Background: an optimization exercise with open tools, aiming at small area, a short achievable clock period and few clock cycles. Do not read the settings as production practice. Only simulation tests tie the RTL to the original design; equivalence was not proved. Power figures rest on the tool's default switching activity, not on a simulated workload.

==> design/flow/design.v <==
package stt_pkg;
  localparam int unsigned OffsetBits   = 24;
  localparam int unsigned PositionBits = 16;
  localparam logic [OffsetBits-1:0]   OffMax = {OffsetBits{1'b1}};
  localparam logic [PositionBits-1:0] PosMax = {PositionBits{1'b1}};
  localparam logic [15:0]             LenMax = 16'hFFFF;
  localparam logic [2:0] MIdle     = 3'd0;
  localparam logic [2:0] MIdent    = 3'd1;
  localparam logic [2:0] MNumber   = 3'd2;
  localparam logic [2:0] MFraction = 3'd3;
  localparam logic [2:0] MString   = 3'd4;
  localparam logic [2:0] MEscape   = 3'd5;
  localparam logic [2:0] MComment  = 3'd6;
  localparam logic [2:0] MEnded    = 3'd7;
  localparam logic [2:0] PNone  = 3'd0;
  localparam logic [2:0] PSlash = 3'd1;
  localparam logic [2:0] PEq    = 3'd2;
  localparam logic [2:0] PBang  = 3'd3;
  localparam logic [2:0] PLt    = 3'd4;
  localparam logic [2:0] PGt    = 3'd5;
  localparam logic [2:0] PDot   = 3'd6;
  localparam logic [5:0] KEnd     = 6'd0;
  localparam logic [5:0] KIdent   = 6'd1;
  localparam logic [5:0] KNumber  = 6'd2;
  localparam logic [5:0] KString  = 6'd3;
  localparam logic [5:0] KKw0     = 6'd4;
  localparam logic [5:0] KLParen  = 6'd24;
  localparam logic [5:0] KRParen  = 6'd25;
  localparam logic [5:0] KLBrace  = 6'd26;
  localparam logic [5:0] KRBrace  = 6'd27;
  localparam logic [5:0] KSemi    = 6'd28;
  localparam logic [5:0] KComma   = 6'd29;
  localparam logic [5:0] KDot     = 6'd30;
  localparam logic [5:0] KAssign  = 6'd31;
  localparam logic [5:0] KBang    = 6'd33;
  localparam logic [5:0] KLt      = 6'd35;
  localparam logic [5:0] KGt      = 6'd37;
  localparam logic [5:0] KPlus    = 6'd39;
  localparam logic [5:0] KMinus   = 6'd40;
  localparam logic [5:0] KStar    = 6'd41;
  localparam logic [5:0] KSlash   = 6'd42;
  localparam logic [5:0] KStrByte = 6'd44;
  localparam logic [5:0] KBadChar = 6'd45;
  localparam logic [5:0] KUnterm  = 6'd46;
  localparam int unsigned NumKw = 20;
  localparam logic [1:0] PosCur = 2'd0;
  localparam logic [1:0] PosRun = 2'd1;
  localparam logic [1:0] PosOp  = 2'd2;
  function automatic logic [63:0] kw_text(input int k);
    logic [63:0] w;
    w = '0;
    case (k)
      0:  w[23:0] = {"t", "e", "l"};
      1:  w[39:0] = {"t", "n", "i", "r", "p"};
      2:  w[15:0] = {"f", "i"};
      3:  w[31:0] = {"e", "s", "l", "e"};
      4:  w[39:0] = {"e", "l", "i", "h", "w"};
      5:  w[31:0] = {"e", "u", "r", "t"};
      6:  w[39:0] = {"e", "s", "l", "a", "f"};
      7:  w[23:0] = {"l", "i", "n"};
      8:  w[23:0] = {"d", "n", "a"};
      9:  w[15:0] = {"r", "o"};
      10: w[15:0] = {"i", "u"};
      11: w[31:0] = {"t", "i", "n", "i"};
      12: w[31:0] = {"t", "x", "e", "t"};
      13: w[47:0] = {"n", "o", "t", "t", "u", "b"};
      14: w[39:0] = {"t", "u", "p", "n", "i"};
      15: w[23:0] = {"n", "u", "r"};
      16: w[39:0] = {"r", "a", "e", "l", "c"};
      17: w[39:0] = {"e", "l", "t", "i", "t"};
      18: w[47:0] = {"t", "c", "e", "l", "e", "s"};
      19: w[63:0] = {"x", "o", "b", "k", "c", "e", "h", "c"};
      default: w = '0;
    endcase
    kw_text = w;
  endfunction
  function automatic int kw_len(input int k);
    int l;
    case (k)
      0, 7, 8, 15:            l = 3;
      1, 4, 6, 14, 16, 17:    l = 5;
      2, 9, 10:               l = 2;
      3, 5, 11, 12:           l = 4;
      13, 18:                 l = 6;
      19:                     l = 8;
      default:                l = 0;
    endcase
    kw_len = l;
  endfunction
endpackage
module stt_kw_match (
  input  logic [7:0]  c_i,        
  input  logic [15:0] len_i,      
  input  logic        open_i,     
  input  logic [stt_pkg::NumKw-1:0] mask_i,
  output logic [stt_pkg::NumKw-1:0] mask_o,
  output logic [5:0]  kind_o      
);
  logic short_len;
  assign short_len = len_i[15:3] == 13'd0;
  logic [63:0] w;
  always_comb begin
    for (int k = 0; k < stt_pkg::NumKw; k++) begin
      w = stt_pkg::kw_text(k);
      if (open_i) begin
        mask_o[k] = c_i == w[7:0];
      end else begin
        mask_o[k] = 1'b0;
        for (int i = 1; i < stt_pkg::kw_len(k); i++) begin
          if (short_len && len_i[2:0] == 3'(i) && c_i == w[i*8 +: 8])
            mask_o[k] = mask_i[k];
        end
      end
    end
  end
  logic [5:0] kw_kind;
  always_comb begin
    kw_kind = 6'd0;
    for (int k = 0; k < stt_pkg::NumKw; k++) begin
      if (mask_i[k] && len_i == 16'(stt_pkg::kw_len(k))) kw_kind = kw_kind | (stt_pkg::KKw0 + 6'(k));
    end
    kind_o = (kw_kind != 6'd0) ? kw_kind : stt_pkg::KIdent;
  end
endmodule
module stt_core (
  input  logic        clk_i,
  input  logic        rst_ni,
  input  logic        go_i,
  input  logic        out_ready_i,
  input  logic [7:0]  text_byte_i,
  input  logic        end_of_text_i,
  output logic        done_o,      
  output logic        out_valid_o,
  output logic [5:0]  out_kind_o,
  output logic [23:0] out_off_o,
  output logic [15:0] out_len_o,
  output logic [15:0] out_line_o,
  output logic [15:0] out_col_o,
  output logic [7:0]  out_sb_o,
  output logic        out_last_o
);
  localparam logic [1:0] LRun = 2'd3;
  logic [2:0]  mode_q, mode_d;
  logic [2:0]  pend_q, pend_d;
  logic        halt_q, halt_d;
  logic [23:0] off_q;                
  logic [15:0] line_q, col_q;
  logic        adv_q;                
  logic        lastlf_q;             
  logic [23:0] cur_off;              
  logic [15:0] cur_line, cur_col;
  logic [23:0] p_off_q;              
  logic [15:0] p_line_q, p_col_q;
  logic [15:0] len_q, len_d;
  logic        ppend_q;                     
  logic [stt_pkg::NumKw-1:0] kwm_q, kwm_d;
  logic        ov_q;
  logic [5:0]  kind_q;
  logic [7:0]  sb_q;
  logic        last_q;
  logic [1:0]  lsel_q;
  logic [7:0]  c;
  logic        eot;
  logic        is_alpha, is_digit, is_blank, is_lf, is_quote, is_bslash, is_dot, is_eq;
  logic        is_slash, is_bang, is_lt, is_gt, is_hold, is_open;
  logic [5:0]  single_kind;
  logic        is_single;
  logic [15:0] len_inc;
  logic [5:0]  kw_kind;
  logic        kw_open;
  logic        close_res, fall, fall_res, split;
  logic [5:0]  close_kind, fall_kind;
  logic [1:0]  close_pos;
  logic [1:0]  close_len, fall_len;
  logic [7:0]  sb;
  logic        open_run, hold_op, advance, emit, more;
  assign eot = end_of_text_i || (text_byte_i == 8'd0);
  assign c = text_byte_i;
  assign is_alpha  = (c >= "a" && c <= "z") || (c >= "A" && c <= "Z") || c == "_";
  assign is_digit  = c >= "0" && c <= "9";
  assign is_lf     = c == 8'h0A;
  assign is_blank  = c == " " || c == 8'h09 || c == 8'h0D || is_lf;
  assign is_quote  = c == "\"";
  assign is_bslash = c == "\\";
  assign is_dot    = c == ".";
  assign is_eq     = c == "=";
  assign is_slash  = c == "/";
  assign is_bang   = c == "!";
  assign is_lt     = c == "<";
  assign is_gt     = c == ">";
  assign is_hold   = is_slash || is_eq || is_bang || is_lt || is_gt;
  assign is_open   = is_alpha || is_digit || is_quote;
  always_comb begin
    is_single = 1'b1;
    case (c)
      "(":     single_kind = stt_pkg::KLParen;
      ")":     single_kind = stt_pkg::KRParen;
      "{":     single_kind = stt_pkg::KLBrace;
      "}":     single_kind = stt_pkg::KRBrace;
      ";":     single_kind = stt_pkg::KSemi;
      ",":     single_kind = stt_pkg::KComma;
      ".":     single_kind = stt_pkg::KDot;
      "+":     single_kind = stt_pkg::KPlus;
      "-":     single_kind = stt_pkg::KMinus;
      "*":     single_kind = stt_pkg::KStar;
      default: begin single_kind = stt_pkg::KBadChar; is_single = 1'b0; end
    endcase
  end
  assign len_inc = (len_q != stt_pkg::LenMax) ? len_q + 16'd1 : len_q;
  assign cur_off  = (adv_q && off_q != stt_pkg::OffMax) ? off_q + 24'd1 : off_q;
  assign cur_line = (adv_q && lastlf_q && line_q != stt_pkg::PosMax) ? line_q + 16'd1 : line_q;
  assign cur_col  = (adv_q && lastlf_q) ? 16'd1 :
                    (adv_q && col_q != stt_pkg::PosMax) ? col_q + 16'd1 : col_q;
  stt_kw_match u_kw (
    .c_i(c), .len_i(len_q), .open_i(kw_open), .mask_i(kwm_q), .mask_o(kwm_d), .kind_o(kw_kind)
  );
  always_comb begin
    fall_res = 1'b1;
    fall_kind = single_kind;
    fall_len = 2'd1;
    if (eot) begin
      fall_kind = stt_pkg::KEnd; fall_len = 2'd0;
    end else if (is_blank || is_open || is_hold) begin
      fall_res = 1'b0;
    end else if (!is_single) begin
      fall_len = 2'd0;
    end
  end
  always_comb begin
    mode_d = mode_q; pend_d = pend_q; halt_d = halt_q; len_d = len_q;
    close_res = 1'b0; close_kind = stt_pkg::KEnd; close_pos = stt_pkg::PosRun; close_len = 2'd0;
    fall = 1'b0; split = 1'b0; more = 1'b0;
    kw_open = 1'b0;
    open_run = 1'b0; hold_op = 1'b0;
    sb = 8'd0;
    case (mode_q)
      stt_pkg::MString: begin
        if (eot) begin
          close_res = 1'b1; close_kind = stt_pkg::KUnterm; halt_d = 1'b1;
        end else if (is_quote) begin
          len_d = len_inc; close_res = 1'b1; close_kind = stt_pkg::KString; close_len = LRun;
          mode_d = stt_pkg::MIdle;
        end else if (is_bslash) begin
          len_d = len_inc; mode_d = stt_pkg::MEscape;
        end else begin
          len_d = len_inc; close_res = 1'b1; close_kind = stt_pkg::KStrByte; sb = c;
        end
      end
      stt_pkg::MEscape: begin
        if (eot) begin
          close_res = 1'b1; close_kind = stt_pkg::KUnterm; halt_d = 1'b1;
        end else begin
          len_d = len_inc; mode_d = stt_pkg::MString; close_res = 1'b1; close_kind = stt_pkg::KStrByte;
          sb = (c == "n") ? 8'h0A : (c == "t") ? 8'h09 : (c == "r") ? 8'h0D : c;
        end
      end
      stt_pkg::MComment: begin
        if (eot || is_lf) begin
          mode_d = stt_pkg::MIdle; fall = 1'b1;
        end
      end
      stt_pkg::MIdent: begin
        if (!eot && (is_alpha || is_digit)) begin
          len_d = len_inc;
        end else begin
          close_res = 1'b1; close_kind = kw_kind; close_len = LRun;
          mode_d = stt_pkg::MIdle; fall = 1'b1;
        end
      end
      stt_pkg::MNumber, stt_pkg::MFraction: begin
        if (pend_q == stt_pkg::PDot) begin
          if (!eot && is_digit) begin
            len_d = (len_q < 16'hFFFE) ? len_q + 16'd2 : stt_pkg::LenMax;
            mode_d = stt_pkg::MFraction; pend_d = stt_pkg::PNone;
          end else begin
            close_res = 1'b1; close_kind = stt_pkg::KNumber; close_len = LRun;
            mode_d = stt_pkg::MIdle; pend_d = stt_pkg::PDot; split = 1'b1; more = 1'b1;
          end
        end else if (!eot && is_digit) begin
          len_d = len_inc;
        end else if (!eot && is_dot && mode_q == stt_pkg::MNumber) begin
          pend_d = stt_pkg::PDot; hold_op = 1'b1;
        end else begin
          close_res = 1'b1; close_kind = stt_pkg::KNumber; close_len = LRun;
          mode_d = stt_pkg::MIdle; fall = 1'b1;
        end
      end
      stt_pkg::MEnded: begin
        close_res = 1'b1; close_kind = stt_pkg::KEnd; close_pos = stt_pkg::PosCur;
      end
      default: begin
        pend_d = stt_pkg::PNone;
        close_pos = stt_pkg::PosOp;
        case (pend_q)
          stt_pkg::PSlash: begin
            if (!eot && is_slash) begin
              mode_d = stt_pkg::MComment;
            end else begin
              close_res = 1'b1; close_kind = stt_pkg::KSlash; close_len = 2'd1; fall = 1'b1;
            end
          end
          stt_pkg::PEq, stt_pkg::PBang, stt_pkg::PLt, stt_pkg::PGt: begin
            close_res = 1'b1;
            case (pend_q)
              stt_pkg::PEq:   close_kind = stt_pkg::KAssign;
              stt_pkg::PBang: close_kind = stt_pkg::KBang;
              stt_pkg::PLt:   close_kind = stt_pkg::KLt;
              default:        close_kind = stt_pkg::KGt;
            endcase
            if (!eot && is_eq) begin
              close_kind = close_kind + 6'd1; close_len = 2'd2;
            end else begin
              close_len = 2'd1; fall = 1'b1;
            end
          end
          stt_pkg::PDot: begin
            close_res = 1'b1; close_kind = stt_pkg::KDot; close_len = 2'd1; fall = 1'b1;
          end
          default: begin
            fall = 1'b1;
          end
        endcase
      end
    endcase
    if (fall && close_res && (fall_res || (!eot && is_open && close_len == LRun))) begin
      split = 1'b1; more = fall_res;
      mode_d = stt_pkg::MIdle; pend_d = stt_pkg::PNone;
    end
    if (fall && !split) begin
      if (eot) begin
        mode_d = stt_pkg::MEnded;
      end else if (is_open) begin
        mode_d = is_alpha ? stt_pkg::MIdent : is_digit ? stt_pkg::MNumber : stt_pkg::MString;
        len_d = 16'd1; open_run = 1'b1; kw_open = 1'b1;
      end else if (is_hold) begin
        pend_d = is_slash ? stt_pkg::PSlash : is_eq ? stt_pkg::PEq : is_bang ? stt_pkg::PBang :
                 is_lt ? stt_pkg::PLt : stt_pkg::PGt;
        hold_op = 1'b1;
      end else if (!is_blank && !is_single) begin
        halt_d = 1'b1;
      end
    end
    if (halt_q) begin
      mode_d = mode_q; pend_d = pend_q; halt_d = halt_q; len_d = len_q;
      close_res = 1'b0; fall = 1'b0; split = 1'b0; open_run = 1'b0; hold_op = 1'b0;
    end
  end
  assign done_o = !split;
  assign emit = close_res || (fall && fall_res);
  assign advance = done_o && !eot && !halt_d && mode_q != stt_pkg::MEnded;
  logic [1:0]  pos_sel;
  assign pos_sel = close_res ? close_pos : stt_pkg::PosCur;
  logic p_load, p_from_last;
  assign p_load = (emit && pos_sel != stt_pkg::PosRun) || (open_run && !emit) || ppend_q;
  assign p_from_last = ppend_q || (mode_q == stt_pkg::MIdle && pend_q != stt_pkg::PNone);
  always_ff @(posedge clk_i or negedge rst_ni) begin
    if (!rst_ni) begin
      mode_q <= stt_pkg::MIdle; pend_q <= stt_pkg::PNone; halt_q <= 1'b0;
      off_q <= '0; line_q <= 16'd1; col_q <= 16'd1; adv_q <= 1'b0;
      ov_q <= 1'b0; ppend_q <= 1'b0;
    end else begin
      if (go_i) ppend_q <= open_run && emit;
      if (go_i) begin
        mode_q <= mode_d; pend_q <= pend_d; halt_q <= halt_d;
        if (advance) begin
          off_q <= cur_off; line_q <= cur_line; col_q <= cur_col; adv_q <= 1'b1;
        end
      end
      if (go_i) ov_q <= emit;
      else if (out_ready_i) ov_q <= 1'b0;
    end
  end
  always_ff @(posedge clk_i) begin
    if (go_i) begin
      len_q <= len_d;
      kwm_q <= kwm_d;
      if (advance) lastlf_q <= is_lf;
      if (p_load) begin
        p_off_q  <= p_from_last ? off_q  : cur_off;
        p_line_q <= p_from_last ? line_q : cur_line;
        p_col_q  <= p_from_last ? col_q  : cur_col;
      end
      if (emit) begin
        kind_q <= close_res ? close_kind : fall_kind;
        lsel_q <= close_res ? close_len : fall_len;
        sb_q <= sb;
        last_q <= !more;
      end
    end
  end
  assign out_valid_o = ov_q;
  assign out_kind_o  = kind_q;
  assign out_off_o   = p_off_q;
  assign out_line_o  = p_line_q;
  assign out_col_o   = p_col_q;
  assign out_len_o   = (lsel_q == LRun) ? len_q : {14'd0, lsel_q};
  assign out_sb_o    = sb_q;
  assign out_last_o  = last_q;
endmodule
module source_text_tokenizer_top (
  input  logic        clk_i,
  input  logic        rst_ni,
  input  logic        in_valid,
  output logic        in_ready,
  input  logic [7:0]  in_text_byte,
  input  logic        in_end_of_text,
  output logic        out_valid,
  input  logic        out_ready,
  output logic [5:0]  out_kind,
  output logic [23:0] out_start_offset,
  output logic [15:0] out_token_length,
  output logic [15:0] out_token_line,
  output logic [15:0] out_token_col,
  output logic [7:0]  out_string_byte,
  output logic        out_last
);
  logic       hv_q, sv_q;
  logic [7:0] hb_q, sb_q;
  logic       he_q, se_q;
  logic       take, go, done;
  assign in_ready = !sv_q;
  assign take = in_valid && !sv_q;
  assign go = hv_q && (!out_valid || out_ready);
  stt_core u_core (
    .clk_i, .rst_ni, .go_i(go), .out_ready_i(out_ready),
    .text_byte_i(hb_q), .end_of_text_i(he_q), .done_o(done),
    .out_valid_o(out_valid), .out_kind_o(out_kind), .out_off_o(out_start_offset),
    .out_len_o(out_token_length), .out_line_o(out_token_line), .out_col_o(out_token_col),
    .out_sb_o(out_string_byte), .out_last_o(out_last)
  );
  always_ff @(posedge clk_i or negedge rst_ni) begin
    if (!rst_ni) begin
      hv_q <= 1'b0; sv_q <= 1'b0;
    end else begin
      if (!hv_q || (go && done)) begin
        hv_q <= sv_q || take;
        sv_q <= sv_q && take;
      end else begin
        sv_q <= sv_q || take;
      end
    end
  end
  always_ff @(posedge clk_i) begin
    if (!hv_q || (go && done)) begin
      if (sv_q) begin
        hb_q <= sb_q; he_q <= se_q;
      end else if (take) begin
        hb_q <= in_text_byte; he_q <= in_end_of_text;
      end
    end
    if (take) begin
      sb_q <= in_text_byte; se_q <= in_end_of_text;
    end
  end
endmodule
==> design/flow/flow/run.sh <==
#!/bin/bash
set -euo pipefail
export BUFFER_PORTS_ARGS="-buffer_cell sky130_fd_sc_hd__buf_1"
export CTS_ARGS="-sink_clustering_enable -repair_clock_nets -dont_use_dummy_load -buf_list sky130_fd_sc_hd__clkbuf_8 -sink_buffer_max_cap_derate 0.6"
export SETUP_SLACK_MARGIN=5.8
bash standard.sh > standard_flow.log 2>&1
==> design/flow/standard.sh <==
#!/bin/bash
# synth_recipe.tcl (not shown) runs the flow's synth.tcl, then flattens the netlist and writes it again
# the make line also repeats each setting of config.mk as NAME=value (left out here)
make -C /OpenROAD-flow-scripts/flow DESIGN_CONFIG=/design/flow/config.mk WORK_HOME=/design/flow/orfs CLKGATE_MAP_FILE= SYNTH_SCRIPT=/design/flow/synth_recipe.tcl "${@:-finish}"
==> design/flow/config.mk <==
export PLATFORM = sky130hd
export DESIGN_NAME = source_text_tokenizer_top
export DESIGN_NICKNAME = source_text_tokenizer_top
export VERILOG_FILES = /design/flow/design.v
export SDC_FILE = /design/flow/constraint.sdc
export NUM_CORES = 4
export LEC_CHECK = 0
export CAP_MARGIN = 20
export CORE_MARGIN = 2
export CORE_UTILIZATION = 60
export PLACE_DENSITY = 0.7
export SLEW_MARGIN = 20
==> design/flow/constraint.sdc <==
create_clock -name core_clock -period 9.0 [get_ports {clk_i}]
set_input_delay 1.8000 -clock core_clock [delete_from_list [all_inputs] [get_ports {clk_i}]]
set_output_delay 1.8000 -clock core_clock [all_outputs]
set_load 0.01 [all_outputs]
==> results.toml, run 1 <==
[sta]
fin_crit_sh = 0.365
fmaxAchievable_mhz = 304
rsz0062_at_grt = "true"
slew_headroom = 0.392
worstMarginPinSlew_ps = 912
finalHoldViolCount = 0
slew_viol_final = 0
setup_violations = 0
fin_setup_tns_ps = 0
period_needed_ps = 3290
skew_ps = 44.8

[worst_setup_path]
rrSetupSlack_ps = 5710
r2r-start = "hb_q[6]"
cp.arrival_ps = 3490
required_ps = 9210
reg2reg_to = "u_core.p_off_q[10]"
r2r_cells = 12
cp-start-kind = "register"
crit_fanout = 28
crit_type = "reg2reg"
end_kind = "register"

[hold_path]
hp-start = "u_core.off_q[11]"
whs_path_depth = 1
worstHoldEndpoint = "u_core.off_q[11]"
hp-class = "reg2reg"

[synthesis]
async_flop_share = 0.347
ys.flop_type = "edfxtp_1"
synth.distinct_cells = 83
syn_area_per_cell_um2 = 9.18
yosysMostFrequentCell = "nand2_1"
synth_area_leader_cell = "edfxtp_1"
netlist_area_mm2 = 0.0119
synthTopCellsByArea = "edfxtp_1 (32%), dfrtp_1 (14%), nand2_1 (4.9%), o21ai_0 (3.8%), nor2_1 (3.8%)"
synth_common_cells = "nand2_1 (155), edfxtp_1 (128), nor2_1 (120)"
synth-edff-count = 128
synth.top_cell.area_share = 0.322
syn_nets = 1321
synth-seq-cells = 196
yosysSeqAreaShare = 0.465
yosys_warnings = 3
synth_cells = 1298

[die]
core-area_mm2 = 0.0195
die_area_mm2 = 0.0210
dieHeight_um = 145
ios = 102
die_w_um = 145
start_util = 0.612
placementRows = 51

[placed_design]
dp_hpwl_um = 21700
place_inst = 1594
routabilityCongestion = 0.983
port_buffers = 101

[clocking]
cts_tree = "yes"
cts_max_level = 4
clockBufferDepth = 2
cts_buffers = 17
cts.sinks = 196
cts-hold-fix-buffers = 0
clk-insertion-delay-late_ps = 500
cts.clk_slew.worst_paths_ps = 100
cts-root-buf = "clkbuf_8"

[job]
max_cap_viol_count = 0

[global_routing]
grt_use_total = 0.319
antenna_found_initial = 0
grt_max_degree = 69
grt_pass1_wl_um = 53800
overflow = 0
first_global_vias = 10031

[detailed_routing]
firstDrtPassIters = 8
drtAntennaViolNets = 0
drc = 0
drtIter0Drc = 1579
wl_um = 35200
viasPerCell = 6.63
routedWlPerCell_um = 20.4
vias = 11433

[power_and_ir_drop]
peakVddDrop_v = 0.000143
power.leakage_nw = 5.32
cellPowerDensity_mw_per_mm2 = 203

[layout]
drive_gt1_frac = 0.182
antenna-diode-count = 0
fill_cells = 1454
fin_nets = 1485
area_growth_pct = 18.9
instances_no_fill = 1725

[outcome]
outcome = "finished clean"
per-stage QoR:
| stage | worst slack (ps) | cell area (um2) | power [mW] | hold slack (ps) | utilization |
|---|---|---|---|---|---|
| 4_1_cts | 5700 | 13400 | 2.67 | 514 | 0.688 |
| 5_1_grt | 5660 | 14200 | 3.00 | 536 | 0.728 |
| 6_report | 5710 | 14200 | 2.87 | 513 | 0.728 |
| 3_3_place_gp | 3540 | 12500 | 2.09 | 497 | 0.641 |
| 2_1_floorplan | 5430 | 12100 | 1.86 | 474 | - |
| 3_5_place_dp | 3430 | 12500 | 2.10 | 495 | 0.641 |
critical path, stage by stage, from the launching register on:
cell,delay [ps]
edfxtp_1,460
buf_4,200
nor3b_4,350
nand3_1,240
o21a_2,210
o211ai_1,380
a31oi_4,180
buf_4,170
nor2b_4,120
nand3_2,100
a21oi_2,80
nor2_4,170
bufbuf_16,360
cell type report:
class	instances	area, um2	area share
Clock buffer	17	234	0.0165
Timing Repair inverter	2	15.0	0.00106
Sequential cell	196	5560	0.392
Timing Repair Buffer	219	1430	0.101
Multi-Input combinational cell	1007	6520	0.460
Inverter	19	90.1	0.00636
Tap cell	265	332	0.0234
power breakdown:
part	switching (mW)	internal (mW)	total (mW)
sequential	0.113	1.14	1.25
combinational	0.716	0.459	1.18
clock	0.279	0.167	0.447
routing by layer:
metal	GRT usage	wire length (um)	up-vias
met4	0.111	1250	0
met1	0.469	14800	5371
met3	0.0491	3460	133
met2	0.484	15800	760
li1	-	-	5169
met5	0	0	-
how the worst max path moves through the flow:
| stage | cells past startpoint | startpoint | end |
|---|---|---|---|
| floorplan | 11 | hb_q[7] | u_core.p_col_q[0] |
| global placement | 10 | out_ready | u_core.col_q[3] |
| finish | 12 | hb_q[6] | u_core.p_off_q[10] |
| CTS | 9 | u_core.len_q[8] | u_core.kind_q[0] |
| global route | 13 | hb_q[5] | u_core.p_off_q[14] |
| detailed placement | 10 | out_ready | u_core.col_q[11] |
flip-flops by register name, indices dropped and copies added (netlist names), 16 cells and up:
signal,cells
u_core.col_q,16
u_core.len_q,16
u_core.p_off_q,24
u_core.off_q,24
u_core.p_line_q,16
u_core.line_q,16
u_core.p_col_q,16
u_core.kwm_q,20
cells in the final DEF, fill, tap and decap left out, types with 13 or more instances in the layout:
cell type / synthesis / final
a21oi_1: 87 / 82
a31oi_1: 25 / 19
and2_1: 16 / 15
and3_1: 43 / 42
buf_1: 4 / 98
buf_4: 1 / 97
clkbuf_8: 0 / 17
dfrtp_1: 66 / 63
edfxtp_1: 128 / 128
inv_1: 17 / 15
nand2_1: 155 / 150
nand3_1: 70 / 69
nand4_1: 23 / 23
nor2_1: 120 / 110
nor2b_1: 15 / 13
nor3_1: 35 / 19
nor3_2: 1 / 15
o21ai_0: 91 / 86
o31ai_1: 22 / 20
xnor2_1: 38 / 38
xor2_1: 39 / 39
cells by family (layout without fill, tap and decap cells):
family | after synthesis | after routing | share of synthesized area
adder cells (fa/ha/maj) | 10 | 10 | 0.0105
XOR/XNOR | 78 | 78 | 0.0579
multiplexers | 13 | 13 | 0.0122
AND/OR/NAND/NOR | 562 | 564 | 0.239
AO/OA/AOI/OAI | 342 | 342 | 0.183
flip-flops | 196 | 196 | 0.465
buffers and inverters | 97 | 257 | 0.0320
what timing repair did:
action                                  CTS  global route
endpoints found under the setup margin  246           213
gates resized for setup                  53            67
pin swaps                                 7            13
cloned                                    5             2
setup buffers                            51            56
Testbench counts, summed over its fixed seeds: cycles 24,327.
==> run 2: changes to the inputs <==
==> design/flow/flow/run.sh (replaced) <==
#!/bin/bash
set -euo pipefail
export BUFFER_PORTS_ARGS="-buffer_cell sky130_fd_sc_hd__buf_1"
export CTS_ARGS="-sink_clustering_enable -repair_clock_nets -dont_use_dummy_load -buf_list sky130_fd_sc_hd__clkbuf_8 -sink_buffer_max_cap_derate 0.6"
export SETUP_SLACK_MARGIN=5.25
bash standard.sh > standard_flow.log 2>&1
==> run 2 against run 1 <==
Non-clock buffer count decreased by 92. Utilization is 6.6 points lower. Via count fell by 6.5%. Worst setup slack lost 340 ps. Area after synthesis stayed put. Critical path depth is 3 lower. Flip-flop and latch count unchanged. Sequential power is 3% higher. Still clean. Cell count is 5.4% lower. Register-to-register slack worse by 340 ps. Clock skew is 7.2 ps higher. Critical endpoint is now u_core.kwm_q[2]. First-iteration DRC count is 19% lower.
==> results.toml, run 2 <==
[layout]
final_common_cell = "nand2_1"
antenna-diode-count = 0
ff_latch_area_mm2 = 0.00555
fin_nets = 1391
largest_registers = "u_core.off_q x24, u_core.p_off_q x24, u_core.kwm_q x20"
multi_input_area_mm2 = 0.00608
drive_gt1_frac = 0.0776
area_growth_pct = 8.08
fill_cells = 1621
layout_common_cells = "nand2_1 (154), edfxtp_1 (128), nor2_1 (115)"
postLayoutCoreUtil = 0.662

[sta]
fmaxAchievable_mhz = 276
period_needed_ps = 3620
rsz0062_at_grt = "true"
skew_ps = 52.0
slew_viol_final = 0
fin_hold_ws_ps = 523
fin_crit_sh = 0.403
worstMarginPinSlew_ps = 901
finalHoldViolCount = 0
setup_violations = 0
slew_headroom = 0.396
fin_setup_tns_ps = 0

[clocking]
clk-insertion-delay-late_ps = 480
cts.clk_slew.worst_paths_ps = 120
cts_max_level = 4
clockBufferDepth = 2
cts_buffers = 17
cts_tree = "yes"
cts.sinks = 196
cts-root-buf = "clkbuf_8"
cts-hold-fix-buffers = 0

[power_and_ir_drop]
p_seq_frac = 0.498
switchingPower_uw = 989
clkPwrFrac = 0.169
p_int_mw = 1.60
p_sw_frac = 0.382
peakVddDrop_v = 0.000125
cellPowerDensity_mw_per_mm2 = 201
power.leakage_nw = 4.74
total_power_mw = 2.59
power_frac_comb = 0.333

[detailed_routing]
wl_um = 32500
routed.top_layer = "met4"
vias = 10690
met2_length_um = 14500
drc = 0
viasPerCell = 6.55
drtAntennaViolNets = 0
drtIter0Drc = 1279
routedWlPerCell_um = 19.9
wl_met1_um = 14400
firstDrtPassIters = 8
wl_met3_um = 2800

[die]
die_area_mm2 = 0.0210
start_util = 0.612
placementRows = 51
die_w_um = 145
core-area_mm2 = 0.0195
dieHeight_um = 145
ios = 102

[synthesis]
synth-seq-cells = 196
async_flop_share = 0.347
ys.flop_type = "edfxtp_1"
synth_cells = 1298
yosys_warnings = 3
synth_common_cells = "nand2_1 (155), edfxtp_1 (128), nor2_1 (120)"
synth-edff-count = 128
muxShareOfSynthArea = 0.0122
syn_area_per_cell_um2 = 9.18
synth.distinct_cells = 83
syn_nets = 1321
synth_top_family_by_area = "simple AND/OR/NAND/NOR gates"
synth_area_leader_cell = "edfxtp_1"
synth_compound_area_frac = 0.183
synthSimpleGateAreaFrac = 0.239
synth.top_cell.area_share = 0.322
yosysSeqAreaShare = 0.465
synthTopCellsByArea = "edfxtp_1 (32%), dfrtp_1 (14%), nand2_1 (4.9%), o21ai_0 (3.8%), nor2_1 (3.8%)"
yosysMostFrequentCell = "nand2_1"
netlist_area_mm2 = 0.0119
synth_fa_ha_area_frac = 0.0105
synthXorXnorAreaFrac = 0.0579

[worst_setup_path]
cp_slowest_cell = "or4b_4"
reg2reg_to = "u_core.kwm_q[2]"
crit_fanout = 37
cp-start-kind = "register"
r2r_cells = 9
r2r-start = "hb_q[4]"
required_ps = 9120
max_stage_delay_ps = 670
path_cells = "or4b_4, o41ai_1, nand2_1, nor3_1, a31oi_2, o21ai_0, nand3_1, buf_4, a41oi_1"
crit_type = "reg2reg"
end_kind = "register"
cp.arrival_ps = 3740
rrSetupSlack_ps = 5380
crit_path_end = "u_core.kwm_q[2]"
crit_start = "hb_q[4]"

[global_routing]
overflow = 0
grt_max_degree = 69
first_global_vias = 9793
grt_use_total = 0.307
grt_pass1_wl_um = 52100
antenna_found_initial = 0

[placed_design]
dp_hpwl_um = 22000
port_buffers = 101
routabilityCongestion = 0.964

[job]
max_cap_viol_count = 0

[hold_path]
hp-class = "reg2reg"

[outcome]
outcome = "finished clean"
## run 2: cell types whose count changed in the layout (fill, tap and decap cells not counted), sizes merged
cell | previous run | this run
bufbuf | 1 | 0
buf | 213 | 127
clkinvlp | 1 | 2
nand2 | 156 | 155
clkbuf | 22 | 17
clkinv | 1 | 2
inv | 19 | 16
## run 2: how the worst min path moves through the flow
stage                                 start           endpoint  slack, ps  depth (start not counted)
after floorplan            u_core.off_q[11]   u_core.off_q[11]        470                          1
after global placement    u_core.line_q[15]  u_core.line_q[15]        500                          1
after detailed placement   u_core.off_q[11]   u_core.off_q[11]        500                          1
after CTS                  u_core.off_q[11]   u_core.off_q[11]        520                          1
after global routing      u_core.line_q[15]  u_core.line_q[15]        530                          1
final                      u_core.off_q[11]   u_core.off_q[11]        520                          1
## run 2: layout make-up
cell class              count  area share
clock buffers              17      0.0182
inverters                  19     0.00680
multi-input cells        1006       0.472
flip-flops and latches    196       0.431
well taps                 265      0.0257
repair buffers            127      0.0460
repair inverters            1    0.000388
## run 2: per-stage QoR
step,cell area [um2],instances,setup slack (ps)
2_1_floorplan,11900,1298,5290
3_3_place_gp,12400,1596,3610
3_5_place_dp,12400,1596,3550
4_1_cts,12800,1623,5250
5_1_grt,12900,1631,5160
6_report,12900,1631,5380
## run 2: what timing repair did
item,4_1_cts,5_1_grt
gates cloned,2,0
hold endpoints to repair,0,0
buffers inserted,8,8
gates resized for setup,13,13
pin swaps,1,3
setup endpoints to repair,163,194
## run 2: cells by family after synthesis
logic type	count (synthesis)
xor gates and xnor gates	78
muxes	13
AOI/OAI and AO/OA	342
adders and majority gates	10
buffers and inverters	97
DFF	196
and+or+nand+nor	562
## run 2: worst max-delay path: cells and delay by family (launching register included)
family,cells,cell delay [ps]
flops,1,520
simple gates,4,1280
buf+inv,1,290
compound gates,4,1160
## run 2: power by group through the flow
| stage | clock network (mW) | registers, mW | logic (mW) |
|---|---|---|---|
| 2_1_floorplan | 0 | 1.24 | 0.608 |
| 3_3_place_gp | 0 | 1.31 | 0.777 |
| 3_5_place_dp | 0 | 1.31 | 0.783 |
| 4_1_cts | 0.448 | 1.29 | 0.818 |
| 5_1_grt | 0.481 | 1.30 | 0.947 |
| 6_report | 0.438 | 1.29 | 0.862 |
## run 2: routing by layer
metal	vias to the layer above	track usage
li1	4960	-
met1	5085	0.453
met2	572	0.460
met3	73	0.0613
met4	0	0.0901
met5	-	0
==> run 3: changes to the inputs <==
==> design/flow/flow/run.sh (replaced) <==
#!/bin/bash
set -euo pipefail
export BUFFER_PORTS_ARGS="-buffer_cell sky130_fd_sc_hd__buf_1"
export CTS_ARGS="-sink_clustering_enable -repair_clock_nets -dont_use_dummy_load -buf_list sky130_fd_sc_hd__clkbuf_8 -sink_buffer_max_cap_derate 0.6"
export SETUP_SLACK_MARGIN=5.5
bash standard.sh > standard_flow.log 2>&1
==> run 3 against run 2 <==
Critical path depth stayed put. Synthesized cell count stayed put. Clock power is 2% higher. Fmax is 5.4% higher. Die area stayed put. Critical path type is now in2reg. Highest routed layer unchanged.
==> results.toml, run 3 <==
[outcome]
outcome = "finished clean"

[die]
ios = 102
core-area_mm2 = 0.0195
placementRows = 51
dieHeight_um = 145
die_w_um = 145
start_util = 0.612
die_area_mm2 = 0.0210

[clocking]
cts.clk_slew.worst_paths_ps = 90
clockBufferDepth = 2
cts_max_level = 4
clk-insertion-delay-late_ps = 480
cts_tree = "yes"
cts.sinks = 196
cts_buffers = 17
cts-root-buf = "clkbuf_8"

[synthesis]
synth.top_cell.area_share = 0.322
synth-edff-count = 128
netlist_area_mm2 = 0.0119
muxShareOfSynthArea = 0.0122
syn_area_per_cell_um2 = 9.18
synth_area_leader_cell = "edfxtp_1"
synth.distinct_cells = 83
synth_top_family_by_area = "simple AND/OR/NAND/NOR gates"
synthXorXnorAreaFrac = 0.0579
yosys_warnings = 3
synthTopCellsByArea = "edfxtp_1 (32%), dfrtp_1 (14%), nand2_1 (4.9%), o21ai_0 (3.8%), nor2_1 (3.8%)"
ys.flop_type = "edfxtp_1"
synth_compound_area_frac = 0.183
async_flop_share = 0.347
synth-seq-cells = 196
synth_fa_ha_area_frac = 0.0105
synth_cells = 1298
synth_common_cells = "nand2_1 (155), edfxtp_1 (128), nor2_1 (120)"
syn_nets = 1321
yosysMostFrequentCell = "nand2_1"
yosysSeqAreaShare = 0.465
synthSimpleGateAreaFrac = 0.239

[layout]
fill_cells = 1629
layout_common_cells = "nand2_1 (153), edfxtp_1 (128), nor2_1 (115)"
multi_input_area_mm2 = 0.00620
area_growth_pct = 10.2
ff_latch_area_mm2 = 0.00555
largest_registers = "u_core.off_q x24, u_core.p_off_q x24, u_core.kwm_q x20"
instances_no_fill = 1647
fin_nets = 1407
antenna-diode-count = 0
fin_area_mm2 = 0.0131
postLayoutCoreUtil = 0.675
final_common_cell = "nand2_1"
drive_gt1_frac = 0.103

[placed_design]
pre_cts_ws_ps = 3290
placed_area_mm2 = 0.0124
dp_hpwl_um = 21800
place_inst = 1595
port_buffers = 101
routabilityCongestion = 0.966

[worst_setup_path]
cp_slowest_cell = "or4_4"
cp-start-kind = "input pin"
critical-path-top-delay-family = "simple AND/OR/NAND/NOR gates"
crit_type = "in2reg"
end_kind = "register"
max_stage_delay_ps = 540
crit_fanout = 24
cp.arrival_ps = 3790
cp_num_buf_inv = 2
required_ps = 9360
path_cells = "buf_1, nand2b_4, nand2_8, or2_4, clkinvlp_4, o2111a_2, nand3_4, or4_4, xnor2_2"

[sta]
fin_hold_ws_ps = 517
fin_setup_tns_ps = 0
fmaxAchievable_mhz = 291
setup_violations = 0
finalHoldViolCount = 0
period_needed_ps = 3440
slew_headroom = 0.387
worstMarginPinSlew_ps = 919
worst_slack_ps = 5560
fin_crit_sh = 0.382
slew_viol_final = 0
skew_ps = 47.0
rsz0062_at_grt = "true"

[global_routing]
overflow = 0
busiest_layer = "met2"
grt_use_met2 = 0.462
grt_use_met1 = 0.462
antenna_found_initial = 0
grt_pass1_wl_um = 52400
grt_use_total = 0.309
use_met3 = 0.0465
first_global_vias = 9768
grt_max_degree = 69

[detailed_routing]
firstDrtPassIters = 6
drtIter0Drc = 1226
drc = 0
viasPerCell = 6.53
wl_um = 32800
routedWlPerCell_um = 19.9
drtAntennaViolNets = 0
vias = 10755

[power_and_ir_drop]
total_power_mw = 2.65
peakVddDrop_v = 0.000131
cellPowerDensity_mw_per_mm2 = 202
power.leakage_nw = 4.83

[job]
max_cap_viol_count = 0

[hold_path]
hp-class = "reg2reg"
run 3: repair_timing:
item	CTS	global route
hold buffers	0	0
endpoints found under the setup margin	228	170
resized for setup	29	22
buffers inserted	14	19
pin swaps	2	1
gates cloned	2	0
run 3: metal layers:
metal / routed length [um] / vias up
met2: 14700 / 601
met4: 770 / 0
met5: 0 / -
met3: 2880 / 69
li1: - / 4995
met1: 14400 / 5090
run 3: final timing paths:
check / start / end / slack, ps / cells after the start
worst max register to register: u_core.mode_q[0] / u_core.off_q[21] / 5580 / 9
max in group asynchronous: rst_ni / u_core.mode_q[0] / 6800 / 2
worst min-delay path: u_core.line_q[15] / u_core.line_q[15] / 520 / 1
worst max-delay path: out_ready / u_core.off_q[21] / 5560 / 9
worst min register to register: u_core.line_q[15] / u_core.line_q[15] / 520 / 1
min in group asynchronous: rst_ni / u_core.line_q[3] / 1530 / 2
run 3: cells by family (layout without fill, tap and decap cells):
kind of cell | count (synthesis) | in the layout
compound gates | 342 | 342
xor+xnor | 78 | 78
fa+ha+maj | 10 | 10
buf+inv | 97 | 180
flops | 196 | 196
mux | 13 | 13
simple gates | 562 | 563
run 3: area by class of cell:
cell class                      count  share of cell area
Sequential cell                   196               0.423
Inverter                           19             0.00657
Clock buffer                       17              0.0178
Timing Repair inverter              1            0.000381
Tap cell                          265              0.0252
Timing Repair Buffer              143              0.0548
Multi-Input combinational cell   1006               0.472
run 3: power by group:
| group | total, mW | switching (mW) | internal (mW) |
|---|---|---|---|
| combinational | 0.917 | 0.595 | 0.322 |
| sequential | 1.29 | 0.149 | 1.14 |
| clock | 0.446 | 0.278 | 0.168 |
| total | 2.65 | 1.02 | 1.63 |
==> run 4: changes to the inputs <==
--- a/design/flow/config.mk
+++ b/design/flow/config.mk
@@ -8,5 +8,6 @@
 export CAP_MARGIN = 20
 export CORE_MARGIN = 2
 export CORE_UTILIZATION = 60
+export GPL_ROUTABILITY_DRIVEN = 0
 export PLACE_DENSITY = 0.7
 export SLEW_MARGIN = 20
==> run 4 against run 3 <==
Still clean on timing, DRC and antenna. Register-to-register slack got worse by 50 ps. Sequential share of layout area rose by 0.35 points. Critical path depth did not move. Cell count fell by 0.73%. Sequential power barely moved. Clock power fell by 2%. Critical path type is now reg2reg. Largest cell class unchanged. Largest power group unchanged.
==> results.toml, run 4 <==
[synthesis]
async_flop_share = 0.347
synth_area_leader_cell = "edfxtp_1"
synth-edff-count = 128
synth.distinct_cells = 83
ys.flop_type = "edfxtp_1"
synth.top_cell.area_share = 0.322
synth-seq-cells = 196
synth_common_cells = "nand2_1 (155), edfxtp_1 (128), nor2_1 (120)"
syn_area_per_cell_um2 = 9.18
syn_nets = 1321
yosysMostFrequentCell = "nand2_1"
synth_cells = 1298
yosys_warnings = 3
netlist_area_mm2 = 0.0119
synthTopCellsByArea = "edfxtp_1 (32%), dfrtp_1 (14%), nand2_1 (4.9%), o21ai_0 (3.8%), nor2_1 (3.8%)"
yosysSeqAreaShare = 0.465

[detailed_routing]
firstDrtPassIters = 6
viasPerCell = 6.57
drtAntennaViolNets = 0
routedWlPerCell_um = 19.7
wl_um = 32300
vias = 10742
drtIter0Drc = 1293
drc = 0

[placed_design]
placed_area_mm2 = 0.0124
place_inst = 1595
port_buffers = 101
dp_hpwl_um = 21500
pre_cts_ws_ps = 3280

[layout]
fill_cells = 1610
layout_common_cells = "nand2_1 (153), edfxtp_1 (128), nor2_1 (114)"
antenna-diode-count = 0
area_growth_pct = 9.27
instances_no_fill = 1635
largest_registers = "u_core.off_q x24, u_core.p_off_q x24, u_core.kwm_q x20"
drive_gt1_frac = 0.0949
postLayoutCoreUtil = 0.669
fin_nets = 1395
final_common_cell = "nand2_1"
ff_latch_area_mm2 = 0.00555
multi_input_area_mm2 = 0.00618
fin_area_mm2 = 0.0130

[sta]
fin_crit_sh = 0.385
worstMarginPinSlew_ps = 898
slew_headroom = 0.402
fin_hold_ws_ps = 520
rsz0062_at_grt = "true"
fmaxAchievable_mhz = 288
setup_violations = 0
period_needed_ps = 3470
finalHoldViolCount = 0
worst_slack_ps = 5530
fin_setup_tns_ps = 0
skew_ps = 53.1
slew_viol_final = 0

[power_and_ir_drop]
switchingPower_mw = 1.01
power_frac_comb = 0.346
p_seq_frac = 0.488
peakVddDrop_v = 0.000124
p_int_mw = 1.62
power.leakage_nw = 4.77
cellPowerDensity_mw_per_mm2 = 202
total_power_mw = 2.63
clkPwrFrac = 0.166
p_sw_frac = 0.383

[clocking]
cts-root-buf = "clkbuf_8"
cts.sinks = 196
cts_tree = "yes"
clk-insertion-delay-late_ps = 480
cts_buffers = 17
clockBufferDepth = 2
cts.clk_slew.worst_paths_ps = 100
cts_max_level = 4
cts-hold-fix-buffers = 0

[global_routing]
grt_pass1_wl_um = 51400
grt_max_degree = 69
overflow = 0
antenna_found_initial = 0
grt_use_total = 0.302
first_global_vias = 9624

[die]
start_util = 0.612
core-area_mm2 = 0.0195
placementRows = 51
die_area_mm2 = 0.0210
dieHeight_um = 145
die_w_um = 145
ios = 102

[worst_setup_path]
r2r_cells = 9
crit_fanout = 9
crit_type = "reg2reg"
cp-start-kind = "register"
end_kind = "register"
cp.arrival_ps = 3820
required_ps = 9350

[outcome]
outcome = "finished clean"

[hold_path]
hp-class = "reg2reg"
whs_path_depth = 1

[job]
max_cap_viol_count = 0
==> run 4: final timing paths <==
check                                    to        startpoint  slack, ps
min in group asynchronous  u_core.off_q[14]            rst_ni       1540
setup / recovery           u_core.off_q[21]           hb_q[7]       5530
hold reg to reg            u_core.off_q[16]  u_core.off_q[16]        520
max in group asynchronous  u_core.mode_q[2]            rst_ni       6820
setup reg to reg           u_core.off_q[21]           hb_q[7]       5530
hold / removal             u_core.off_q[16]  u_core.off_q[16]        520
==> run 4: power groups by stage <==
stage	clock (mW)	combinational, mW	sequential (mW)
2_1_floorplan	0	0.618	1.24
3_3_place_gp	0	0.786	1.30
5_1_grt	0.479	0.991	1.30
3_5_place_dp	0	0.790	1.31
6_report	0.438	0.910	1.29
4_1_cts	0.448	0.840	1.28
==> run 4: repair_timing <==
item | in CTS | in global routing
pin swaps | 1 | 4
buffers inserted | 8 | 13
endpoints found under the setup margin | 229 | 146
resized for setup | 31 | 18
cloned | 2 | 0
==> run 4: logic make-up after synthesis <==
logic type                 share of synthesized area
and+or+nand+nor                                0.239
adders and majority gates                     0.0105
buffers and inverters                         0.0320
xor gates and xnor gates                      0.0579
AOI/OAI and AO/OA                              0.183
muxes                                         0.0122
DFF                                            0.465
==> run 4: routing by layer <==
metal / up-vias / GRT usage / wire [um]
li1: 4961 / - / -
met1: 5050 / 0.448 / 14100
met2: 649 / 0.463 / 14500
met3: 82 / 0.0557 / 3050
met4: 0 / 0.0738 / 662
met5: - / 0 / 0
==> run 4: area by class of cell <==
| cell class | instances | share of cell area |
|---|---|---|
| Timing Repair inverter | 1 | 0.000384 |
| Multi-Input combinational cell | 1006 | 0.475 |
| Timing Repair Buffer | 131 | 0.0487 |
| Tap cell | 265 | 0.0255 |
| Sequential cell | 196 | 0.426 |
| Clock buffer | 17 | 0.0180 |
| Inverter | 19 | 0.00663 |
==> run 4: critical path: stages, from the launching register on <==
cell and delay (ps):
edfxtp_1 540, or4b_4 680, nor4_4 320, o22ai_1 140
a211oi_2 360, nand2b_1 180, o2111a_2 280, nand3_4 190
or4_4 540, xnor2_2 140
==> run 5: changes to the inputs <==
==> design/flow/flow/run.sh (replaced) <==
#!/bin/bash
set -euo pipefail
export BUFFER_PORTS_ARGS="-buffer_cell sky130_fd_sc_hd__buf_1"
export CTS_ARGS="-sink_clustering_enable -repair_clock_nets -dont_use_dummy_load -buf_list sky130_fd_sc_hd__clkbuf_8 -sink_buffer_max_cap_derate 0.6"
export SETUP_SLACK_MARGIN=5.65
bash standard.sh > standard_flow.log 2>&1
==> run 5 against run 4 <==
Combinational power increased by 14%. Design area increased by 3.4%. Clock power up 2%. Sequential power is essentially flat. Clock skew fell by 5.2 ps. Critical endpoint is now u_core.line_q[1]. Largest cell class unchanged.
==> results.toml, run 5 <==
[clocking]
cts_buffers = 17
cts_tree = "yes"
cts-root-buf = "clkbuf_8"
cts.sinks = 196
cts-hold-fix-buffers = 0
clk-insertion-delay-late_ps = 500
cts.clk_slew.worst_paths_ps = 120
clockBufferDepth = 2
cts_max_level = 4

[synthesis]
synth_area_leader_cell = "edfxtp_1"
synth.distinct_cells = 83
synth-seq-cells = 196
ys.flop_type = "edfxtp_1"
yosysMostFrequentCell = "nand2_1"
synth_cells = 1298
syn_area_per_cell_um2 = 9.18
yosysSeqAreaShare = 0.465
synthTopCellsByArea = "edfxtp_1 (32%), dfrtp_1 (14%), nand2_1 (4.9%), o21ai_0 (3.8%), nor2_1 (3.8%)"
synth.top_cell.area_share = 0.322
netlist_area_mm2 = 0.0119
synth-edff-count = 128
async_flop_share = 0.347
yosys_warnings = 3
syn_nets = 1321
synth_common_cells = "nand2_1 (155), edfxtp_1 (128), nor2_1 (120)"

[detailed_routing]
drtAntennaViolNets = 0
vias = 11101
drc = 0
routedWlPerCell_um = 20.4
firstDrtPassIters = 6
drtIter0Drc = 1727
viasPerCell = 6.65
wl_um = 34000

[worst_setup_path]
cp_slowest_cell = "dfrtp_4"
cp-start-kind = "register"
rrSetupSlack_ps = 5610
end_kind = "register"
path_cells = "or3b_2, nor4_4, o22ai_1, a211oi_2, buf_4, a311oi_2, o21ai_4, nand3_4, buf_6, nor2_2, mux2_2"
crit_fanout = 11
max_stage_delay_ps = 560
required_ps = 9370
cp.arrival_ps = 3760
critical-path-top-delay-family = "simple AND/OR/NAND/NOR gates"
crit_type = "reg2reg"
cp_num_buf_inv = 2

[global_routing]
grt_max_degree = 69
antenna_found_initial = 0
grt_pass1_wl_um = 52800
grt_use_total = 0.312
first_global_vias = 9824
overflow = 0

[power_and_ir_drop]
clkPwrFrac = 0.162
p_sw_frac = 0.392
p_int_mw = 1.68
cellPowerDensity_mw_per_mm2 = 205
power.leakage_nw = 4.98
p_seq_frac = 0.461
total_power_mw = 2.76
switchingPower_mw = 1.08
power_frac_comb = 0.376
peakVddDrop_v = 0.000132

[sta]
worstMarginPinSlew_ps = 935
setup_violations = 0
skew_ps = 47.9
fmaxAchievable_mhz = 295
worst_slack_ps = 5610
finalHoldViolCount = 0
fin_setup_tns_ps = 0
slew_headroom = 0.377
rsz0062_at_grt = "true"
fin_crit_sh = 0.377
slew_viol_final = 0
period_needed_ps = 3390

[layout]
largest_registers = "u_core.off_q x24, u_core.p_off_q x24, u_core.kwm_q x20"
antenna-diode-count = 0
drive_gt1_frac = 0.127
area_growth_pct = 13.0
fin_nets = 1430
instances_no_fill = 1670
layout_common_cells = "nand2_1 (153), edfxtp_1 (128), nor2_1 (111)"
final_common_cell = "nand2_1"

[die]
die_w_um = 145
placementRows = 51
core-area_mm2 = 0.0195
ios = 102
die_area_mm2 = 0.0210
start_util = 0.612
dieHeight_um = 145

[placed_design]
place_inst = 1596
pre_cts_ws_ps = 3910
port_buffers = 101
dp_hpwl_um = 21600

[job]
max_cap_viol_count = 0

[outcome]
outcome = "finished clean"

[hold_path]
hp-class = "reg2reg"
[run 5: routing by layer]
layer | wire [um] | GRT usage
met5 | 0 | 0
met4 | 1050 | 0.112
met3 | 3520 | 0.0610
met2 | 14900 | 0.457
met1 | 14600 | 0.464
[run 5: per-stage QoR]
step	hold slack, ps	util	cell area, um2
finish	516	0.692	13500
global route	535	0.692	13500
CTS	519	0.672	13100
detailed placement	501	0.640	12500
global placement	499	0.640	12500
floorplan	474	-	12000
[run 5: repair_timing]
item	CTS	global route
setup endpoints to repair	210	192
gates resized for setup	45	31
pin swaps	5	5
endpoints found under the hold margin	0	0
cloned	3	2
buffers inserted	26	26
[run 5: path summary, 6_finish.rpt]
path	cells after the start	end	start
hold reg to reg	1	u_core.off_q[11]	u_core.off_q[11]
hold / removal	1	u_core.off_q[11]	u_core.off_q[11]
setup reg to reg	11	u_core.line_q[1]	u_core.mode_q[2]
min in group asynchronous	2	u_core.line_q[7]	rst_ni
setup / recovery	11	u_core.line_q[1]	u_core.mode_q[2]
max in group asynchronous	2	u_core.mode_q[2]	rst_ni
[run 5: layout make-up]
| class | count | area (um2) |
|---|---|---|
| Timing Repair Buffer | 164 | 920 |
| Sequential cell | 196 | 5560 |
| Inverter | 19 | 100 |
| Clock buffer | 17 | 234 |
| Tap cell | 265 | 332 |
| Timing Repair inverter | 2 | 17.5 |
| Multi-Input combinational cell | 1007 | 6310 |
| Fill cell | 1551 | 6000 |
[run 5: cells by family (layout without fill, tap and decap cells)]
group | Yosys count | in the layout | synth area share
AO/OA/AOI/OAI | 342 | 342 | 0.183
XOR/XNOR | 78 | 78 | 0.0579
adder cells (fa/ha/maj) | 10 | 10 | 0.0105
buffers and inverters | 97 | 202 | 0.0320
flip-flops | 196 | 196 | 0.465
multiplexers | 13 | 13 | 0.0122
AND/OR/NAND/NOR | 562 | 564 | 0.239
[run 5: power groups by stage]
stage / Sequential (mW) / Combinational (mW) / Clock, mW
2_1_floorplan: 1.24 / 0.621 / 0
3_3_place_gp: 1.31 / 0.786 / 0
3_5_place_dp: 1.31 / 0.795 / 0
4_1_cts: 1.28 / 0.892 / 0.452
5_1_grt: 1.29 / 1.12 / 0.486
6_report: 1.28 / 1.04 / 0.448
==> run 6: changes to the inputs <==
--- a/design/flow/config.mk
+++ b/design/flow/config.mk
@@ -8,6 +8,5 @@
 export CAP_MARGIN = 20
 export CORE_MARGIN = 2
 export CORE_UTILIZATION = 60
-export GPL_ROUTABILITY_DRIVEN = 0
 export PLACE_DENSITY = 0.7
 export SLEW_MARGIN = 20
==> run 6 against run 5 <==
Still clean on timing, DRC and antenna. Register-to-register slack improved by 60 ps. Via count fell by 0.88%. Critical path depth did not move. Global-route usage fell by 0.40 points.
==> results.toml, run 6 <==
[outcome]
outcome = "finished clean"

[detailed_routing]
routedWlPerCell_um = 20.3
viasPerCell = 6.58
vias = 11003
drtAntennaViolNets = 0
firstDrtPassIters = 12
wl_um = 34000
drc = 0
drtIter0Drc = 1295

[worst_setup_path]
cp.arrival_ps = 3700
crit_path_end = "u_core.off_q[21]"
end_kind = "register"
path_cells = "or4b_4, nor4_4, o22ai_1, a211oi_2, buf_4, a311oi_2, o21ai_2, buf_4, nand3_4, or4_4, xnor2_2"
cp-start-kind = "register"
reg2reg_to = "u_core.off_q[21]"
required_ps = 9370
cp_slowest_cell = "or4b_4"
critPathMostFrequentCell = "buf_4"
r2r_cells = 11
rrSetupSlack_ps = 5660
crit_type = "reg2reg"
crit_fanout = 5
max_stage_delay_ps = 610
r2r-start = "hb_q[7]"
crit_start = "hb_q[7]"

[clocking]
cts_max_level = 4
cts_tree = "yes"
cts.sinks = 196
clk-insertion-delay-late_ps = 480
cts-root-buf = "clkbuf_8"
cts.clk_slew.worst_paths_ps = 120
clockBufferDepth = 2
cts_buffers = 17
cts-hold-fix-buffers = 0

[layout]
antenna-diode-count = 0
layout_common_cells = "nand2_1 (153), edfxtp_1 (128), nor2_1 (111)"
postLayoutCoreUtil = 0.690
largest_registers = "u_core.off_q x24, u_core.p_off_q x24, u_core.kwm_q x20"
area_growth_pct = 12.7
drive_gt1_frac = 0.126
final_common_cell = "nand2_1"
fin_nets = 1432
fin_area_mm2 = 0.0134

[sta]
period_needed_ps = 3340
slew_viol_final = 0
rsz0062_at_grt = "true"
skew_ps = 48.3
fmaxAchievable_mhz = 300
slew_headroom = 0.399
fin_setup_tns_ps = 0
worst_slack_ps = 5660
setup_violations = 0
finalHoldViolCount = 0
worstMarginPinSlew_ps = 902
fin_crit_sh = 0.371

[synthesis]
synth_area_leader_cell = "edfxtp_1"
ys.flop_type = "edfxtp_1"
yosysMostFrequentCell = "nand2_1"
synth-edff-count = 128
syn_nets = 1321
yosys_warnings = 3
yosysSeqAreaShare = 0.465
syn_area_per_cell_um2 = 9.18
synthTopCellsByArea = "edfxtp_1 (32%), dfrtp_1 (14%), nand2_1 (4.9%), o21ai_0 (3.8%), nor2_1 (3.8%)"
synth.distinct_cells = 83
synth_common_cells = "nand2_1 (155), edfxtp_1 (128), nor2_1 (120)"
synth_cells = 1298
synth.top_cell.area_share = 0.322
synth-seq-cells = 196
async_flop_share = 0.347
netlist_area_mm2 = 0.0119

[global_routing]
grt_use_total = 0.308
antenna_found_initial = 0
overflow = 0
grt_max_degree = 69
grt_pass1_wl_um = 52400
first_global_vias = 9923

[placed_design]
pre_cts_ws_ps = 3900
placed_area_mm2 = 0.0124
port_buffers = 101
routabilityCongestion = 1.03
dp_hpwl_um = 21900

[die]
core-area_mm2 = 0.0195
die_w_um = 145
ios = 102
die_area_mm2 = 0.0210
dieHeight_um = 145
start_util = 0.612
placementRows = 51

[power_and_ir_drop]
peakVddDrop_v = 0.000126
power.leakage_nw = 4.98
cellPowerDensity_mw_per_mm2 = 203

[hold_path]
hp-class = "reg2reg"

[job]
max_cap_viol_count = 0
==> run 6: cell types whose count changed in the layout (fill, tap and decap cells not counted), sizes merged <==
cell	before	now
clkbuf	18	19
buf	163	165
inv	18	17
==> run 6: what timing repair did <==
action                     in CTS  in global routing
setup endpoints to repair     212                200
buffers inserted               23                 33
gates resized for setup        37                 30
pin swaps                       6                  8
gates cloned                    3                  1
==> run 6: cells by family (layout without fill, tap and decap cells) <==
kind of cell	Yosys count	after routing	share of synthesized area
buf+inv	97	204	0.0320
xor+xnor	78	78	0.0579
fa+ha+maj	10	10	0.0105
mux	13	13	0.0122
compound gates	342	342	0.183
simple gates	562	564	0.239
flops	196	196	0.465
==> run 6: cell type report <==
cell class	instances	area, um2
multi-input cells	1007	6290
fillers	1552	6030
flip-flops and latches	196	5550
repair buffers	167	918
well taps	265	332
clock buffers	17	234
inverters	19	100
repair inverters	1	8.76
==> run 6: worst min path at each step <==
| stage | cells after the start | start | endpoint | slack [ps] |
|---|---|---|---|---|
| floorplan | 1 | u_core.off_q[11] | u_core.off_q[11] | 470 |
| detailed placement | 1 | u_core.line_q[15] | u_core.line_q[15] | 510 |
| global placement | 1 | u_core.off_q[16] | u_core.off_q[16] | 500 |
| finish | 1 | u_core.off_q[11] | u_core.off_q[11] | 520 |
| global route | 1 | u_core.line_q[15] | u_core.line_q[15] | 520 |
| CTS | 1 | u_core.line_q[15] | u_core.line_q[15] | 520 |
==> run 6: metrics by stage <==
step,std cells,hold WS (ps),power (mW)
6_report,1672,521,2.72
5_1_grt,1672,525,2.85
4_1_cts,1638,518,2.62
3_5_place_dp,1595,506,2.10
3_3_place_gp,1595,498,2.09
2_1_floorplan,1298,474,1.86
==> run 6: worst max-delay path: cells and delay by family (launching register included) <==
kind	cells	cell delay, ps
AO/OA/AOI/OAI	4	650
flip-flops	1	480
XOR/XNOR	1	140
buffers and inverters	2	340
AND/OR/NAND/NOR	4	1640
==> run 6: routing by layer <==
| metal | GRT usage | share of wire | vias to the layer above | wire length (um) |
|---|---|---|---|---|
| met5 | 0 | 0 | - | 0 |
| met2 | 0.459 | 0.45 | 704 | 15100 |
| met4 | 0.101 | 0.028 | 0 | 949 |
| met3 | 0.0579 | 0.10 | 87 | 3400 |
| li1 | - | - | 5051 | - |
| met1 | 0.456 | 0.43 | 5161 | 14500 |
==> run 6: report_power, final <==
group	switching (mW)	internal [mW]
clock network	0.278	0.168
registers	0.144	1.14
logic	0.638	0.358
==> run 7: changes to the inputs <==
==> design/flow/flow/run.sh (replaced) <==
#!/bin/bash
set -euo pipefail
export BUFFER_PORTS_ARGS="-buffer_cell sky130_fd_sc_hd__buf_1"
export CTS_ARGS="-sink_clustering_enable -repair_clock_nets -dont_use_dummy_load -buf_list sky130_fd_sc_hd__clkbuf_8 -sink_buffer_max_cap_derate 0.6"
export SETUP_SLACK_MARGIN=5.5
bash standard.sh > standard_flow.log 2>&1
--- a/design/flow/config.mk
+++ b/design/flow/config.mk
@@ -5,8 +5,8 @@
 export SDC_FILE = /design/flow/constraint.sdc
 export NUM_CORES = 4
 export LEC_CHECK = 0
-export CAP_MARGIN = 20
+export CAP_MARGIN = 5
 export CORE_MARGIN = 2
 export CORE_UTILIZATION = 60
 export PLACE_DENSITY = 0.7
-export SLEW_MARGIN = 20
+export SLEW_MARGIN = 5
==> run 7 against run 6 <==
Area after synthesis did not move. Synthesized cell count did not move. Total power fell by 2.7%. Critical path depth fell by 2. Via count fell by 2.3%. Die area did not move. Non-clock buffer count fell by 24. Global-route usage rose by 0.054 points. Design area fell by 2.2%. First-iteration DRC count fell by 5.3%. Hold slack got worse by 4.1 ps. Combinational power fell by 7.9%. Critical path type is now in2reg.
==> results.toml, run 7 <==
[detailed_routing]
drc = 0
wl_um = 32800
routedWlPerCell_um = 19.9
vias = 10755
viasPerCell = 6.53
drtIter0Drc = 1226
drtAntennaViolNets = 0
firstDrtPassIters = 6

[synthesis]
synth.top_cell.area_share = 0.322
ys.flop_type = "edfxtp_1"
yosysMostFrequentCell = "nand2_1"
synth_common_cells = "nand2_1 (155), edfxtp_1 (128), nor2_1 (120)"
netlist_area_mm2 = 0.0119
yosysSeqAreaShare = 0.465
syn_area_per_cell_um2 = 9.18
synth-seq-cells = 196
syn_nets = 1321
synth_area_leader_cell = "edfxtp_1"
synth-edff-count = 128
async_flop_share = 0.347
yosys_warnings = 3
synth.distinct_cells = 83
synth_cells = 1298
synthTopCellsByArea = "edfxtp_1 (32%), dfrtp_1 (14%), nand2_1 (4.9%), o21ai_0 (3.8%), nor2_1 (3.8%)"

[layout]
largest_registers = "u_core.off_q x24, u_core.p_off_q x24, u_core.kwm_q x20"
antenna-diode-count = 0
fin_area_mm2 = 0.0131
drive_gt1_frac = 0.103
fin_nets = 1407
final_common_cell = "nand2_1"
area_growth_pct = 10.2
layout_common_cells = "nand2_1 (153), edfxtp_1 (128), nor2_1 (115)"

[hold_path]
hp-class = "reg2reg"

[power_and_ir_drop]
peakVddDrop_v = 0.000131
power.leakage_nw = 4.83
cellPowerDensity_mw_per_mm2 = 202

[worst_setup_path]
end_kind = "register"
cp-start-kind = "input pin"
crit_type = "in2reg"
required_ps = 9360
cp.arrival_ps = 3790
crit_fanout = 24

[clocking]
cts-root-buf = "clkbuf_8"
clk-insertion-delay-late_ps = 480
cts.sinks = 196
clockBufferDepth = 2
cts_tree = "yes"
cts.clk_slew.worst_paths_ps = 90
cts_max_level = 4
cts_buffers = 17

[global_routing]
grt_use_total = 0.309
grt_pass1_wl_um = 52400
first_global_vias = 9768
overflow = 0
antenna_found_initial = 0
grt_max_degree = 69

[sta]
period_needed_ps = 3440
finalHoldViolCount = 0
fmaxAchievable_mhz = 291
rsz0062_at_grt = "true"
setup_violations = 0
slew_headroom = 0.387
fin_crit_sh = 0.382
fin_setup_tns_ps = 0
skew_ps = 47.0
slew_viol_final = 0
worstMarginPinSlew_ps = 919

[die]
ios = 102
core-area_mm2 = 0.0195
die_w_um = 145
die_area_mm2 = 0.0210
placementRows = 51
dieHeight_um = 145
start_util = 0.612

[placed_design]
placed_area_mm2 = 0.0124
routabilityCongestion = 0.966
port_buffers = 101
dp_hpwl_um = 21800

[job]
max_cap_viol_count = 0

[outcome]
outcome = "finished clean"
-- run 7: cell counts after synthesis --
No cell type changed its count.
-- run 7: timing repair --
action	in CTS	in global routing
cloned	2	0
setup buffers	14	19
endpoints found under the setup margin	228	170
pin swaps	2	1
gates resized for setup	29	22
hold buffers	0	0
-- run 7: critical path, stage by stage --
cell and delay, ps:
buf_1 110, nand2b_4 180, nand2_8 140, or2_4 330, clkinvlp_4 90, o2111a_2 270, nand3_4 190, or4_4 540
xnor2_2 140
-- run 7: layout make-up --
class	count	area [um2]
flip-flops and latches	196	5550
fillers	1629	6330
repair inverters	1	5.00
repair buffers	143	719
clock buffers	17	234
well taps	265	332
multi-input cells	1006	6200
inverters	19	86.3
-- run 7: per-layer routing --
layer  part of all wire  vias to the layer above  GRT usage  wire length [um]
met5                  0                        -          0                 0
li1                   -                     4995          -                 -
met3              0.088                       69     0.0465              2880
met1               0.44                     5090      0.462             14400
met4              0.024                        0      0.103               770
met2               0.45                      601      0.462             14700
-- run 7: stage by stage --
step | util | instances | power [mW] | setup slack (ps) | hold slack, ps
detailed placement | 0.639 | 1595 | 2.10 | 3290 | 503
global placement | 0.639 | 1595 | 2.09 | 3420 | 488
finish | 0.675 | 1647 | 2.65 | 5560 | 517
CTS | 0.663 | 1628 | 2.59 | 5510 | 519
floorplan | - | 1298 | 1.85 | 5430 | 474
global route | 0.675 | 1647 | 2.78 | 5460 | 528
-- run 7: final timing paths --
path	depth (start not counted)	slack (ps)	from	end
worst max-delay path	9	5560	out_ready	u_core.off_q[21]
worst min-delay path	1	520	u_core.line_q[15]	u_core.line_q[15]
worst min register to register	1	520	u_core.line_q[15]	u_core.line_q[15]
max in group asynchronous	2	6800	rst_ni	u_core.mode_q[0]
worst max register to register	9	5580	u_core.mode_q[0]	u_core.off_q[21]
min in group asynchronous	2	1530	rst_ni	u_core.line_q[3]
-- run 7: where the power goes --
| group | internal (mW) | leakage, nW | switching, mW |
|---|---|---|---|
| logic | 0.322 | 2.59 | 0.595 |
| registers | 1.14 | 2.12 | 0.149 |
| clock network | 0.168 | 0.122 | 0.278 |
-- run 7: cell families after synthesis --
logic type	count (synthesis)	share of synthesized area
compound gates	342	0.183
xor+xnor	78	0.0579
fa+ha+maj	10	0.0105
buf+inv	97	0.0320
flops	196	0.465
mux	13	0.0122
simple gates	562	0.239

-- static timing again, ports no longer ideal --
Ports are ideal in the flow. The routed layouts listed here were re-timed in OpenROAD. Step 1: set_driving_cell puts a clkbuf_16 on clk_i and a buf_2 on each other input, an assumption about the parent block. Step 2 also shifts input and output timing later by t, the mid clock arrival at the registers, as if the neighbouring blocks saw the same clock. a / b / c = ideal ports / drivers / drivers and shift; a / b = the first two.
run	t, ns	setup WS [ns]	worst setup path at the end	worst slew at a driven data input, ns	pins driven straight from the clock port
run 1	0.520	5.713 / 5.713 / 5.298	input to register	0.03	1
run 2	0.498	5.377 / 5.377 / 4.944	input to register	0.04	1
run 3	0.496	5.563 / 5.575 / 5.081	input to register	0.03	1
run 4	0.491	5.533 / 5.533 / 5.087	input to register	0.03	1
run 5	0.516	5.605 / 5.605 / 5.142	input to register	0.03	1
run 6	0.500	5.664 / 5.664 / 5.207	input to register	0.03	1
run 7	0.496	5.563 / 5.575 / 5.081	input to register	0.03	1
After both steps setup and hold are still met in every run listed.
